From an optimization exercise on the open Yosys and OpenROAD flow, aimed at small area, a short achievable clock period and few clock cycles; shortcuts taken in it are not production practice.
RTL that was checked went through simulation tests only; none was proved equivalent to the original.
No activity file was given, so power comes from the tool's default toggle rates.

v6:
==> flow/design.v <==
package cihp_pkg;
   localparam logic [1:0] KIND_HEAD    = 2'd0;
   localparam logic [1:0] KIND_PAYLOAD = 2'd1;
   localparam logic [1:0] KIND_ERROR   = 2'd2;
   localparam logic [1:0] ERR_BAD_INFO   = 2'd0;
   localparam logic [1:0] ERR_HEAD_TRUNC = 2'd1;
   localparam logic [1:0] ERR_PAY_TRUNC  = 2'd2;
   localparam logic [1:0] PH_IDLE    = 2'd0;
   localparam logic [1:0] PH_EXT     = 2'd1;
   localparam logic [1:0] PH_PAYLOAD = 2'd2;
   localparam logic [1:0] PH_DROP    = 2'd3;
   localparam int VALUE_W = 64;
   localparam int BYTE_W  = 8;
   localparam int MAJOR_W = 3;
   localparam int INFO_W  = 5;
   localparam logic [MAJOR_W-1:0] MAJ_BYTES = 3'd2;
   localparam logic [MAJOR_W-1:0] MAJ_TEXT  = 3'd3;
endpackage
module cihp_front (
   input  logic                         clock,
   input  logic                         reset,
   input  logic                         in_valid,
   input  logic [cihp_pkg::BYTE_W-1:0]  byte_in,
   input  logic                         final_byte,
   input  logic                         res_free,    
   input  logic                         res_pend,    
   output logic                         step,        
   output logic                         res_new,     
   output logic [1:0]                   res_kind,
   output logic [1:0]                   res_ecode,
   output logic                         res_done,
   output logic                         res_two,
   output logic [cihp_pkg::MAJOR_W-1:0] major,       
   output logic [cihp_pkg::VALUE_W-1:0] value
);
   logic [1:0]                     phase_ff, phase_in;
   logic [cihp_pkg::MAJOR_W-1:0]   major_ff, major_in;
   logic [cihp_pkg::VALUE_W-1:0]   xn_ff;
   logic [cihp_pkg::VALUE_W-1:0]   x, x_in;
   logic [cihp_pkg::INFO_W-1:0]    info;
   logic                           info_imm, info_ext;
   logic [cihp_pkg::VALUE_W-1:0]   shifted;
   logic [cihp_pkg::VALUE_W-1:0]   marker;
   logic                           need_pay;
   logic                           ext_last;
   logic                           pay_last;
   logic                           str_major;
   localparam int GRP_W = 16;
   localparam int N_GRP = cihp_pkg::VALUE_W / GRP_W;
   logic [N_GRP-2:0]               gz_ff, gz_in;    
   logic [N_GRP-1:0]               borrow;          
   logic [cihp_pkg::VALUE_W-1:0]   dec;             
   logic                           low_zero;
   assign x     = ~xn_ff;
   assign value = x;
   assign major = major_ff;
   always_comb begin
      info      = byte_in[cihp_pkg::INFO_W-1:0];
      info_imm  = (info < 5'd24);
      info_ext  = !info_imm && (info <= 5'd27);
      shifted   = {x[cihp_pkg::VALUE_W-cihp_pkg::BYTE_W-1:0], byte_in};
      marker     = '0;
      marker[56] = (info[1:0] == 2'd0);
      marker[48] = (info[1:0] == 2'd1);
      marker[32] = (info[1:0] == 2'd2);
      marker[0]  = (info[1:0] == 2'd3);
      ext_last  = x[cihp_pkg::VALUE_W-cihp_pkg::BYTE_W];
      pay_last  = (x[GRP_W-1:0] == GRP_W'(1)) && (&gz_ff[N_GRP-2:1])
                  && (x[cihp_pkg::VALUE_W-1:cihp_pkg::VALUE_W-GRP_W] == '0);
      borrow[0] = 1'b1;
      for (int k = 1; k < N_GRP; k++) begin
         borrow[k] = borrow[k-1] && gz_ff[k-1];
      end
      for (int i = 0; i < cihp_pkg::VALUE_W; i++) begin
         low_zero = borrow[i / GRP_W]
                    && !(|(x[(i / GRP_W) * GRP_W +: GRP_W] & GRP_W'((1 << (i % GRP_W)) - 1)));
         dec[i] = x[i] ^ low_zero;
      end
      gz_in = gz_ff;
      case (phase_ff)
         cihp_pkg::PH_IDLE: begin
            gz_in[0] = info_imm ? (info == '0) : (info[1:0] != 2'd3);
            gz_in[1] = 1'b1;
            gz_in[2] = info_imm || (info[1:0] != 2'd2);
         end
         cihp_pkg::PH_PAYLOAD: begin
            for (int k = 0; k < N_GRP - 1; k++) begin
               gz_in[k] = borrow[k] ? (x[k*GRP_W +: GRP_W] == GRP_W'(1)) : gz_ff[k];
            end
         end
         default: begin
            gz_in[0] = (x[7:0] == '0) && (byte_in == '0);
            for (int k = 1; k < N_GRP - 1; k++) begin
               gz_in[k] = (x[k*GRP_W-cihp_pkg::BYTE_W +: GRP_W] == '0);
            end
         end
      endcase
      phase_in    = phase_ff;
      major_in    = major_ff;
      x_in        = shifted;    
      res_new     = 1'b0;
      res_kind    = cihp_pkg::KIND_HEAD;
      res_ecode   = cihp_pkg::ERR_BAD_INFO;
      res_done    = 1'b0;
      res_two     = 1'b0;
      str_major   = (major_ff == cihp_pkg::MAJ_BYTES) || (major_ff == cihp_pkg::MAJ_TEXT);
      need_pay    = 1'b0;
      case (phase_ff)
         cihp_pkg::PH_IDLE: begin
            major_in    = byte_in[cihp_pkg::BYTE_W-1:cihp_pkg::INFO_W];
            str_major   = (major_in == cihp_pkg::MAJ_BYTES) || (major_in == cihp_pkg::MAJ_TEXT);
            x_in        = info_imm ? cihp_pkg::VALUE_W'(info) : marker;
            if (info_imm) begin
               need_pay = str_major && (info != '0);
               res_new  = 1'b1;
               res_done = !need_pay;
               res_two  = need_pay && final_byte;
               phase_in = (need_pay && !final_byte) ? cihp_pkg::PH_PAYLOAD : cihp_pkg::PH_IDLE;
            end else if (info_ext) begin
               res_new   = final_byte;
               res_kind  = cihp_pkg::KIND_ERROR;
               res_ecode = cihp_pkg::ERR_HEAD_TRUNC;
               phase_in  = final_byte ? cihp_pkg::PH_IDLE : cihp_pkg::PH_EXT;
            end else begin
               res_new   = 1'b1;
               res_kind  = cihp_pkg::KIND_ERROR;
               res_ecode = cihp_pkg::ERR_BAD_INFO;
               phase_in  = final_byte ? cihp_pkg::PH_IDLE : cihp_pkg::PH_DROP;
            end
         end
         cihp_pkg::PH_EXT: begin
            if (ext_last) begin
               need_pay = str_major && !((&gz_ff) && (x[55:48] == '0) && (byte_in == '0));
               res_new  = 1'b1;
               res_done = !need_pay;
               res_two  = need_pay && final_byte;
               phase_in = (need_pay && !final_byte) ? cihp_pkg::PH_PAYLOAD : cihp_pkg::PH_IDLE;
            end else begin
               res_new   = final_byte;
               res_kind  = cihp_pkg::KIND_ERROR;
               res_ecode = cihp_pkg::ERR_HEAD_TRUNC;
               phase_in  = final_byte ? cihp_pkg::PH_IDLE : cihp_pkg::PH_EXT;
            end
         end
         cihp_pkg::PH_PAYLOAD: begin
            x_in     = dec;
            res_new  = 1'b1;
            res_kind = cihp_pkg::KIND_PAYLOAD;
            res_done = pay_last;
            res_two  = !pay_last && final_byte;
            phase_in = (pay_last || final_byte) ? cihp_pkg::PH_IDLE : cihp_pkg::PH_PAYLOAD;
         end
         default: begin
            phase_in = final_byte ? cihp_pkg::PH_IDLE : cihp_pkg::PH_DROP;
         end
      endcase
      step = in_valid && res_free && !res_pend;
   end
   always_ff @(posedge clock) begin
      if (reset) begin
         phase_ff <= cihp_pkg::PH_IDLE;
      end else if (step) begin
         phase_ff <= phase_in;
      end
   end
   always_ff @(posedge clock) begin
      if (step) begin
         major_ff <= major_in;
         xn_ff    <= ~x_in;
         gz_ff    <= gz_in;
      end
   end
endmodule
module cihp_back (
   input  logic                           clock,
   input  logic                           reset,
   input  logic                           step,
   input  logic                           res_new,
   input  logic [1:0]                     res_kind,
   input  logic [1:0]                     res_ecode,
   input  logic                           res_done,
   input  logic                           res_two,
   input  logic [cihp_pkg::MAJOR_W-1:0]   major,
   input  logic [cihp_pkg::BYTE_W-1:0]    res_byte,
   input  logic [cihp_pkg::VALUE_W-1:0]   value,
   output logic                           res_free,
   output logic                           res_pend,
   output logic                           rsp_empty,
   input  logic                           rsp_pop,
   output logic [1:0]                     rsp_kind,
   output logic [cihp_pkg::MAJOR_W-1:0]   rsp_major_type,
   output logic [cihp_pkg::VALUE_W-1:0]   rsp_head_value,
   output logic [cihp_pkg::BYTE_W-1:0]    rsp_payload_byte,
   output logic [1:0]                     rsp_error_code,
   output logic                           rsp_item_done,
   output logic                           rsp_run_end
);
   logic                         valid_ff, pend_ff;
   logic                         nhead_ff, err_ff;    
   logic [1:0]                   ecode_ff;
   logic                         done_ff;
   logic [cihp_pkg::BYTE_W-1:0]  pbyte_ff;
   assign res_free = !valid_ff || rsp_pop;
   assign res_pend = pend_ff;
   always_ff @(posedge clock) begin
      if (reset) begin
         valid_ff <= 1'b0;
         pend_ff  <= 1'b0;
      end else if (res_free) begin
         if (pend_ff) begin
            valid_ff <= 1'b1;
            pend_ff  <= 1'b0;
         end else begin
            valid_ff <= step && res_new;
            pend_ff  <= step && res_new && res_two;
         end
      end
   end
   always_ff @(posedge clock) begin
      if (res_free) begin
         if (pend_ff) begin
            nhead_ff <= 1'b1;
            err_ff   <= 1'b1;
            ecode_ff <= cihp_pkg::ERR_PAY_TRUNC;
            done_ff  <= 1'b0;
            pbyte_ff <= '0;
         end else begin
            nhead_ff <= (res_kind != cihp_pkg::KIND_HEAD);
            err_ff   <= (res_kind == cihp_pkg::KIND_ERROR);
            ecode_ff <= res_ecode;
            done_ff  <= res_done;
            pbyte_ff <= (res_kind == cihp_pkg::KIND_PAYLOAD) ? res_byte : '0;
         end
      end
   end
   assign rsp_empty        = !valid_ff;
   assign rsp_kind         = {err_ff, nhead_ff && !err_ff};
   assign rsp_major_type   = major;
   assign rsp_head_value   = nhead_ff ? '0 : value;
   assign rsp_payload_byte = pbyte_ff;
   assign rsp_error_code   = ecode_ff;
   assign rsp_item_done    = done_ff;
   assign rsp_run_end      = !pend_ff;
endmodule
module cbor_item_head_parser_top (
   input  logic                           clock,
   input  logic                           reset,
   input  logic                           req_push,
   output logic                           req_full,
   input  logic [cihp_pkg::BYTE_W-1:0]    req_byte_in,
   input  logic                           req_final_byte,
   output logic                           rsp_empty,
   input  logic                           rsp_pop,
   output logic [1:0]                     rsp_kind,
   output logic [cihp_pkg::MAJOR_W-1:0]   rsp_major_type,
   output logic [cihp_pkg::VALUE_W-1:0]   rsp_head_value,
   output logic [cihp_pkg::BYTE_W-1:0]    rsp_payload_byte,
   output logic [1:0]                     rsp_error_code,
   output logic                           rsp_item_done,
   output logic                           rsp_run_end
);
   logic                         step;
   logic                         res_free, res_pend, res_new, res_done, res_two;
   logic [1:0]                   res_kind, res_ecode;
   logic [cihp_pkg::MAJOR_W-1:0] major;
   logic [cihp_pkg::VALUE_W-1:0] value;
   assign req_full = res_pend || !res_free;
   cihp_front u_front (
      .clock      (clock),
      .reset      (reset),
      .in_valid   (req_push),
      .byte_in    (req_byte_in),
      .final_byte (req_final_byte),
      .res_free   (res_free),
      .res_pend   (res_pend),
      .step       (step),
      .res_new    (res_new),
      .res_kind   (res_kind),
      .res_ecode  (res_ecode),
      .res_done   (res_done),
      .res_two    (res_two),
      .major      (major),
      .value      (value)
   );
   cihp_back u_back (
      .clock            (clock),
      .reset            (reset),
      .step             (step),
      .res_new          (res_new),
      .res_kind         (res_kind),
      .res_ecode        (res_ecode),
      .res_done         (res_done),
      .res_two          (res_two),
      .major            (major),
      .res_byte         (req_byte_in),
      .value            (value),
      .res_free         (res_free),
      .res_pend         (res_pend),
      .rsp_empty        (rsp_empty),
      .rsp_pop          (rsp_pop),
      .rsp_kind         (rsp_kind),
      .rsp_major_type   (rsp_major_type),
      .rsp_head_value   (rsp_head_value),
      .rsp_payload_byte (rsp_payload_byte),
      .rsp_error_code   (rsp_error_code),
      .rsp_item_done    (rsp_item_done),
      .rsp_run_end      (rsp_run_end)
   );
endmodule
export LEC_CHECK = 0
export CAP_MARGIN = 20
export CORE_MARGIN = 2
export CORE_UTILIZATION = 60
export CTS_BUF_LIST = sky130_fd_sc_hd__clkbuf_8
export PLACE_DENSITY = 0.75
export SETUP_SLACK_MARGIN = 1.75
export SLEW_MARGIN = 20
create_clock -name core_clock -period 4.0 [get_ports {clock}]
standard.sh (not shown) runs the stock make flow with config.mk's settings and CLKGATE_MAP_FILE= SYNTH_SCRIPT=/design/flow/synth_recipe.tcl, a recipe that flattens the netlist after the stock synthesis.
==> flow/flow/run.sh <==
#!/bin/bash
# The standard layout, with plain buf_1 cells as the port buffers instead of
# the default delay cells. Each tool's output is kept in flow_standard.log.
set -euo pipefail
bash standard.sh BUFFER_PORTS_ARGS="-buffer_cell sky130_fd_sc_hd__buf_1" finish > flow_standard.log 2>&1
diff inputs: v6 => v7
diff --git a/flow/design.v b/flow/design.v
--- a/flow/design.v
+++ b/flow/design.v
@@ -194,11 +194,12 @@
    output logic [1:0]                     rsp_error_code,
    output logic                           rsp_item_done,
    output logic                           rsp_run_end
 );
    logic                         valid_ff, pend_ff;
-   logic                         nhead_ff, err_ff;    
+   logic                         nhead_ff;            
+   logic [1:0]                   kind_ff;
    logic [1:0]                   ecode_ff;
    logic                         done_ff;
    logic [cihp_pkg::BYTE_W-1:0]  pbyte_ff;
    assign res_free = !valid_ff || rsp_pop;
    assign res_pend = pend_ff;
@@ -218,25 +219,25 @@
    end
    always_ff @(posedge clock) begin
       if (res_free) begin
          if (pend_ff) begin
             nhead_ff <= 1'b1;
-            err_ff   <= 1'b1;
+            kind_ff  <= cihp_pkg::KIND_ERROR;
             ecode_ff <= cihp_pkg::ERR_PAY_TRUNC;
             done_ff  <= 1'b0;
             pbyte_ff <= '0;
          end else begin
             nhead_ff <= (res_kind != cihp_pkg::KIND_HEAD);
-            err_ff   <= (res_kind == cihp_pkg::KIND_ERROR);
+            kind_ff  <= res_kind;
             ecode_ff <= res_ecode;
             done_ff  <= res_done;
             pbyte_ff <= (res_kind == cihp_pkg::KIND_PAYLOAD) ? res_byte : '0;
          end
       end
    end
    assign rsp_empty        = !valid_ff;
-   assign rsp_kind         = {err_ff, nhead_ff && !err_ff};
+   assign rsp_kind         = kind_ff;
    assign rsp_major_type   = major;
    assign rsp_head_value   = nhead_ff ? '0 : value;
    assign rsp_payload_byte = pbyte_ff;
    assign rsp_error_code   = ecode_ff;
    assign rsp_item_done    = done_ff;
## What came out
Compared with v6, v7 shows count of filler cells inserted in the layout higher by 25. The total routing usage reported by global routing number comes out lower for v7 vs v6. ~same standard cell area after detailed placement in v6 and v7. Compared with v6, v7 shows a relative area change from synthesis to final layout that is 0.53 points lower. Core utilization: v7 lower than v6. ~same sequential power in v6 and v7.
Testbench counts of v7, summed over its fixed seeds: cycles 24,277.
Only the layout flow was run in v6; the RTL was not checked for function there.

[what the ideal ports hide]
No port has a modelled driver above. Below, the same layouts with a new extraction and two added sets of constraints. Step 1 sets driving cells, clkbuf_16 on the clock port and buf_2 on the other inputs (assumed; they add their load-dependent delay and slew). Step 2 times the ports against the registers' clock, not the clock port: input delays grow and output delays shrink by t, the midpoint of the rising clock arrivals with the driver on. a / b / c = ideal / step 1 / step 2; a / b = the first two.
run | t (ns) | setup slack, ns | hold WS [ns] | latest minus earliest clock arrival (ns) | pins driven straight from the clock port
v6 | 0.391 | 1.829 / 1.796 / 1.674 | 0.628 / 0.628 / 0.628 | 0.010 / 0.010 | 1
v7 | 0.386 | 1.816 / 1.783 / 1.581 | 0.616 / 0.616 / 0.616 | 0.008 / 0.008 | 1
After both steps setup and hold are still met in every run listed. For v7, which loses most, drivers alone change the setup slack by -0.033 ns; drivers and shift together by -0.235 ns.
